This is an optimization exercise on Yosys and OpenROAD, whose aim is small area and a short achievable clock period, not a production implementation. No run shown here included a check of the RTL's function; only the layout flow was run. No activity file was given, so power comes from the tool's default toggle rates.

## flow/design.v (module list and top-level ports; edited modules follow where they fit)
// module state_capture: 88 lines
// module q_sel_gen: 20 lines
// module q_sel_bit: 15 lines
// module q_gt: 35 lines
// module gt_bit: 9 lines
// module gt_bit_sign: 9 lines
// module gt_bit_g: 7 lines
// module gt_bit_e: 7 lines
// module gt_node_p: 11 lines
// module gt_node_n: 11 lines
// module q_update: 799 lines
// module csa_fa: 10 lines
// module prod_cpa: 917 lines
// module add_pg: 4 lines
// module add_xor: 3 lines
// module add_inv: 3 lines
// module add_node_n: 4 lines
// module add_gnode_n: 3 lines
// module add_node_p: 4 lines
// module add_gnode_p: 3 lines
// module action_select: 51 lines
// module episode_control: 39 lines
// module dynaq_datapath: 92 lines
// module prefix_add: 26 lines
module dynaq_datapath (
  input  logic                          clk,
  input  logic                          reset,
  input  logic                          qvalue_en,
  input  logic                          reward_en,
  input  logic                          current_location_en,
  input  logic                          next_location_en,
  input  logic                          location_select,
  input  logic                          max_en,
  input  logic                          g_en,
  input  logic                          g_select,
  input  logic                          rng_en,
  input  logic                          action_en,
  input  logic                          step_en,
  input  logic                          step_select,
  input  logic                          epsilon_decay_en,
  input  logic                          episode_end,
  input  dynaq_data_pkg::location_t     start_location,
  input  dynaq_data_pkg::location_t     env_next_location,
  input  dynaq_data_pkg::qvalue_t       qvalue_0,
  input  dynaq_data_pkg::qvalue_t       qvalue_1,
  input  dynaq_data_pkg::qvalue_t       qvalue_2,
  input  dynaq_data_pkg::qvalue_t       qvalue_3,
  input  dynaq_data_pkg::reward_t       reward,
  output dynaq_data_pkg::location_t     current_location,
  output dynaq_data_pkg::location_t     next_location,
  output dynaq_policy_pkg::step_t       step_count,
  output dynaq_data_pkg::qvalue_t       qtable_data,
  output dynaq_policy_pkg::action_t     action,
  output logic                          done,
  output logic                          completed
);
  // ...
==> flow/flow/run.sh <==
#!/bin/bash
# Standard layout, with the port buffers taken from a plain buffer cell
# instead of the default pick.
export BUFFER_PORTS_ARGS="-buffer_cell sky130_fd_sc_hd__buf_2"
bash standard.sh > standard_run.log 2>&1
==> flow/standard.sh <==
#!/bin/bash
# synth_recipe.tcl (not shown) runs the flow's synth.tcl, then flattens the netlist and writes it again
# the make line also repeats each setting of config.mk as NAME=value (left out here)
make -C /OpenROAD-flow-scripts/flow DESIGN_CONFIG=/design/flow/config.mk WORK_HOME=/design/flow/orfs CLKGATE_MAP_FILE= SYNTH_SCRIPT=/design/flow/synth_recipe.tcl "${@:-finish}"
==> flow/config.mk <==
export PLATFORM = sky130hd
export DESIGN_NAME = dynaq_datapath
export DESIGN_NICKNAME = dynaq_datapath
export VERILOG_FILES = /design/flow/design.v
export SDC_FILE = /design/flow/constraint.sdc
export NUM_CORES = 4
export LEC_CHECK = 0
export CAP_MARGIN = 20
export CORE_MARGIN = 2
export CORE_UTILIZATION = 40
export PLACE_DENSITY = 0.6
export SETUP_SLACK_MARGIN = 4
export SLEW_MARGIN = 20
export SYNTH_HIERARCHICAL = 1
==> flow/constraint.sdc <==
create_clock -name core_clock -period 7.5 [get_ports {clk}]
set_input_delay 1.5000 -clock core_clock [delete_from_list [all_inputs] [get_ports {clk}]]
set_output_delay 1.5000 -clock core_clock [all_outputs]
set_load 0.01 [all_outputs]
==> results.py, run 1 <==
metrics = {
    "run_status": {
        "outcome": "timing/DRC/antenna clean",
    },
    "pwr": {
        "total_power_w": 0.0218,
        "p_clk_share_pct": 10.7,
        "power_leader": "combinational logic",
        "combPwrFrac_pct": 71.0,
        "p_clk_w": 0.00234,
        "power_switching_w": 0.0110,
        "p_seq_w": 0.00399,
        "ir_drop_mv": 0.234,
        "comb-power_w": 0.0155,
    },
    "drt": {
        "met3_length_mm": 5.27,
        "firstDrtPassIters": 6,
        "drt_iter0_drc": 2202,
        "wl_met2_mm": 55.6,
    },
    "floorplan": {
        "start_util_pct": 40.5,
        "num_rows": 115,
        "dieWidth_um": 320,
        "die_h_um": 320,
        "design.core.area_um2": 98700,
    },
    "clocking": {
        "clock_latency_ps": 600,
        "cts_setup_buffers": 35,
        "ctsHtreeMaxLevel": 2,
    },
    "critical_path": {
        "arrival_ps": 3940,
        "critical_path.top_delay_family": "compound AO/OA/AOI/OAI gates",
        "endpoint_kind": "flip-flop",
        "worst-path-stages": 14,
        "endpoint": "u_state_capture.q_max[53]$_DFF_PN0_",
        "crit_buf_inv": 3,
        "rr_worst_depth": 5,
        "path_common_cell": "a21oi_4",
    },
    "final_layout": {
        "clkbuf_count": 58,
        "final_cell_mix": "xor2_1, nor2_1, nand2b_1",
        "final_common_cell": "xor2_1",
        "finalNetCount": 5352,
        "fin_cells": 5955,
        "n_sequential_cell": 346,
    },
    "global_route": {
        "grt.met3_usage_pct": 2.92,
        "grt_max_degree": 136,
    },
    "hold_path": {
        "whs_endpoint": "u_episode_control.completed$_DFFE_PN0P_",
    },
    "place": {
        "place_area_um2": 43600,
    },
    "sta": {
        "hold_viol_final": 0,
        "slew_violations": 0,
    },
}
==> module gt_bit, before the edit <==
module gt_bit (
  input  logic a,
  input  logic b,
  output logic gn,
  output logic en
);
  gt_bit_g u_g (.a(a), .b(b), .gn(gn));
  gt_bit_e u_e (.a(a), .b(b), .en(en));
endmodule
==> module gt_bit_sign, before the edit <==
module gt_bit_sign (
  input  logic a,
  input  logic b,
  output logic gn,
  output logic en
);
  gt_bit_g u_g (.a(b), .b(a), .gn(gn));
  gt_bit_e u_e (.a(a), .b(b), .en(en));
endmodule
==> run 2: changes to the inputs <==
--- a/flow/design.v
+++ b/flow/design.v
@@ -174,8 +174,8 @@
   output logic gn,
   output logic en
 );
-  gt_bit_g u_g (.a(a), .b(b), .gn(gn));
-  gt_bit_e u_e (.a(a), .b(b), .en(en));
+  assign gn = ~(a & ~b);
+  assign en = ~a & b;
 endmodule
 module gt_bit_sign (
   input  logic a,
@@ -183,22 +183,8 @@
   output logic gn,
   output logic en
 );
-  gt_bit_g u_g (.a(b), .b(a), .gn(gn));
-  gt_bit_e u_e (.a(a), .b(b), .en(en));
-endmodule
-module gt_bit_g (
-  input  logic a,
-  input  logic b,
-  output logic gn
-);
-  assign gn = ~(a & ~b);
-endmodule
-module gt_bit_e (
-  input  logic a,
-  input  logic b,
-  output logic en
-);
-  assign en = a ^ b;
+  assign gn = ~(~a & b);
+  assign en = a & ~b;
 endmodule
 module gt_node_p (
   input  logic gh,
--- a/flow/config.mk
+++ b/flow/config.mk
@@ -9,6 +9,6 @@
 export CORE_MARGIN = 2
 export CORE_UTILIZATION = 40
 export PLACE_DENSITY = 0.6
-export SETUP_SLACK_MARGIN = 4
+export SETUP_SLACK_MARGIN = 4.3
 export SLEW_MARGIN = 20
 export SYNTH_HIERARCHICAL = 1
==> run 2 against run 1 <==
Highest routed layer unchanged. Utilization rose by 1.7 points. First-iteration DRC count is 7.1% lower. Count of clock-buffer cells in the layout is 4 lower. Design area grew 4.7%. Clock power decreased by 2%. Fmax rose by 4.2%. Combinational power grew 5%.
==> results.py, run 2 <==
metrics = {
    "clocking": {
        "cts_tree": "yes",
        "clock-sinks": 346,
        "cts_buffers": 45,
        "ctsHtreeMaxLevel": 2,
        "clockRootBuffer": "clkbuf_16",
        "clk_pin_slew_ps": 60,
        "hold_buffers": 0,
        "clockBufferDepth": 3,
        "clock_latency_ps": 600,
    },
    "floorplan": {
        "ios": 385,
        "start_util_pct": 40.2,
        "design.core.area_um2": 99900,
        "dieWidth_um": 321,
        "num_rows": 116,
        "die_h_um": 321,
        "die-area_um2": 103000,
    },
    "drt": {
        "ant_nets": 0,
        "num_vias": 32000,
        "wl_per_cell_um": 19.9,
        "vias_per_cell": 5.30,
        "wl_mm": 120,
        "drc_errors": 0,
        "firstDrtPassIters": 9,
        "drt_iter0_drc": 2046,
    },
    "place": {
        "place_ws_ps": 3220,
        "gp_congestion": 0.906,
        "io_buffer_count": 384,
        "dp_hpwl_mm": 93.8,
    },
    "critical_path": {
        "required_ps": 7970,
        "endpoint_kind": "flip-flop",
        "arrival_ps": 3790,
        "worstSetupPathType": "in -> reg",
        "worstPathMaxFanout": 8,
        "cp-start-kind": "input port",
    },
    "sta": {
        "timing.slew.headroom_pct": 32.9,
        "fin_hold_ws_ps": 466,
        "skew_ps": 11.2,
        "setup_slack_ps": 4180,
        "rsz0062_at_grt": "yes",
        "fmax_mhz": 301,
        "setup_viol_count_final": 0,
        "fin_crit_ps": 3320,
        "hold_viol_final": 0,
        "finalCritPeriodShare_pct": 44.3,
        "setup_tns_ps": 0,
        "slew_violations": 0,
        "worst_pin_slew_ps": 1010,
    },
    "synth": {
        "avgSynthCellArea_um2": 9.59,
        "ys_warn_count": 11,
        "synth_cells": 4186,
        "syn_area_um2": 40200,
    },
    "final_layout": {
        "top_register": "u_q_update.max_row_a",
        "syn_to_final_growth_pct": 21.7,
        "reg.largest.list": "u_q_update.max_row_a: 80 flops, u_q_update.max_row_b: 77 flops",
        "final_core_util_pct": 49.0,
        "final_common_cell": "nor2_1",
        "final_cell_mix": "nor2_1, nand2b_1, fa_1",
        "finalNetCount": 5426,
        "largest_reg_flops": 80,
        "drive_gt1_share_pct": 40.5,
    },
    "pwr": {
        "ir_drop_mv": 0.233,
        "combPwrFrac_pct": 71.7,
        "swShare_pct": 49.9,
        "p_leak_nw": 20.3,
        "power_switching_w": 0.0112,
        "p_clk_share_pct": 10.2,
        "power.share.sequential_pct": 18.1,
        "power_density_nw_per_um2": 461,
        "intPower_w": 0.0113,
    },
    "global_route": {
        "grt.total_usage_pct": 22.8,
        "grt_pass1_wl_mm": 184,
        "grt_max_degree": 146,
        "gr-total-overflow": 0,
        "grt_pass1_vias": 31800,
        "antenna_found_initial": 13,
    },
    "hold_path": {
        "min_path_type": "reg -> reg",
    },
    "flow_run": {
        "cap_violations": 0,
    },
    "run_status": {
        "outcome": "timing/DRC/antenna clean",
    },
}
## run 2: changes by cell type in the layout (fill, tap and decap cells not counted), moves of 33 or more
| cell | before | now |
|---|---|---|
| dfrtp_2 | 0 | 59 |
| a22oi_1 | 64 | 30 |
| nor2b_4 | 3 | 86 |
| buf_4 | 45 | 101 |
| clkbuf_4 | 4 | 37 |
| buf_2 | 377 | 281 |
| a22oi_2 | 0 | 34 |
| nor2b_2 | 7 | 305 |
| buf_6 | 3 | 44 |
| xor2_2 | 39 | 0 |
| nor2_1 | 461 | 402 |
| xor2_1 | 468 | 125 |
| dfrtp_1 | 342 | 283 |
| nor2_2 | 26 | 62 |
## run 2: cell type report
cell class	instances	area [um^2]
fillers	9324	51000
well taps	1298	1620
flip-flops and latches	346	8740
diodes	8	20.0
clock inverters	28	309
multi-input cells	3588	32600
repair buffers	494	3560
clock buffers	54	1250
inverters	216	811
## run 2: what timing repair did
action	in CTS	in global routing
buffers inserted	58	45
gates resized for setup	203	413
endpoints found under the hold margin	0	0
pin swaps	71	207
gates cloned	4	1
endpoints found under the setup margin	187	100
## run 2: path summary, 6_finish.rpt
kind / from / endpoint / slack (ps) / cells past startpoint
setup / recovery: qvalue_3[2] / u_state_capture.q_max[14]$_DFF_PN0_ / 4180 / 16
hold / removal: u_episode_control.completed$_DFFE_PN0P_ / u_episode_control.completed$_DFFE_PN0P_ / 470 / 1
setup reg to reg: u_state_capture.reward_q[10]$_DFFE_PN0P_ / u_q_update.qtable_data[43]$_DFFE_PN0P_ / 4260 / 13
hold reg to reg: u_episode_control.completed$_DFFE_PN0P_ / u_episode_control.completed$_DFFE_PN0P_ / 470 / 1
max in group asynchronous: reset / u_state_capture.q_max[25]$_DFF_PN0_ / 5240 / 2
min in group asynchronous: reset / u_episode_control.step_count[8]$_DFFE_PN0P_ / 870 / 1
## run 2: stage by stage
step                total power (W)  area [um^2]  std cells
floorplan                    0.0146        40600       4191
global route                 0.0248        48900       6032
global placement             0.0194        44000       5834
finish                       0.0225        48900       6032
detailed placement           0.0198        44000       5834
CTS                          0.0224        46900       5978
## run 2: power by group through the flow
stage	registers, W	clock network [W]	logic (W)
final	0.00407	0.00230	0.0162
after global routing	0.00424	0.00243	0.0181
after CTS	0.00407	0.00236	0.0160
after detailed placement	0.00409	0	0.0157
after global placement	0.00407	0	0.0154
after floorplan	0.00374	0	0.0109
## run 2: routing by layer
layer  GRT usage (%)  share of wire [%]  vias up
met5               0              0.038        -
met2            37.7                 48      758
li1                -                  -    15300
met4            7.46                3.5        8
met1            30.8                 45    15800
met3            2.85                4.1      174
## run 2: critical path, stage by stage
cell,delay (ps)
buf_4,150
nor2b_4,120
nor2_2,50
a21oi_2,190
o21ai_2,120
a21oi_4,250
o21ai_4,80
buf_12,150
a21oi_4,160
buf_12,160
buf_6,120
mux2i_4,230
nor3_4,60
buf_12,160
a22oi_1,190
nand2_1,80

[port drivers added, routing unchanged]
How much do the figures lean on ideal ports? The routed layouts below were timed once more, with nothing changed but the port constraints. Step 1 sets driving cells, clkbuf_16 on the clock port and buf_2 on the other inputs (assumed; they add their load-dependent delay and slew). Step 2 adds t to the input delays and takes it off the output delays; t is the mean of the earliest and latest rising clock arrival at the registers after step 1. Input paths then give back, and output paths get back, about the clock's delay inside the block. Slacks: ideal / step 1 / step 2; pairs: ideal / step 1.
| run | t (ns) | slack for setup (ns) | worst setup path at the end |
|---|---|---|---|
| run 1 | 0.667 | 4.039 / 4.047 / 3.380 | input to register |
| run 2 | 0.653 | 4.178 / 4.184 / 3.531 | input to register |
After both steps every run listed still meets setup and hold. For run 1, which loses most, drivers alone change the setup slack by +0.008 ns; drivers and shift together by -0.659 ns.
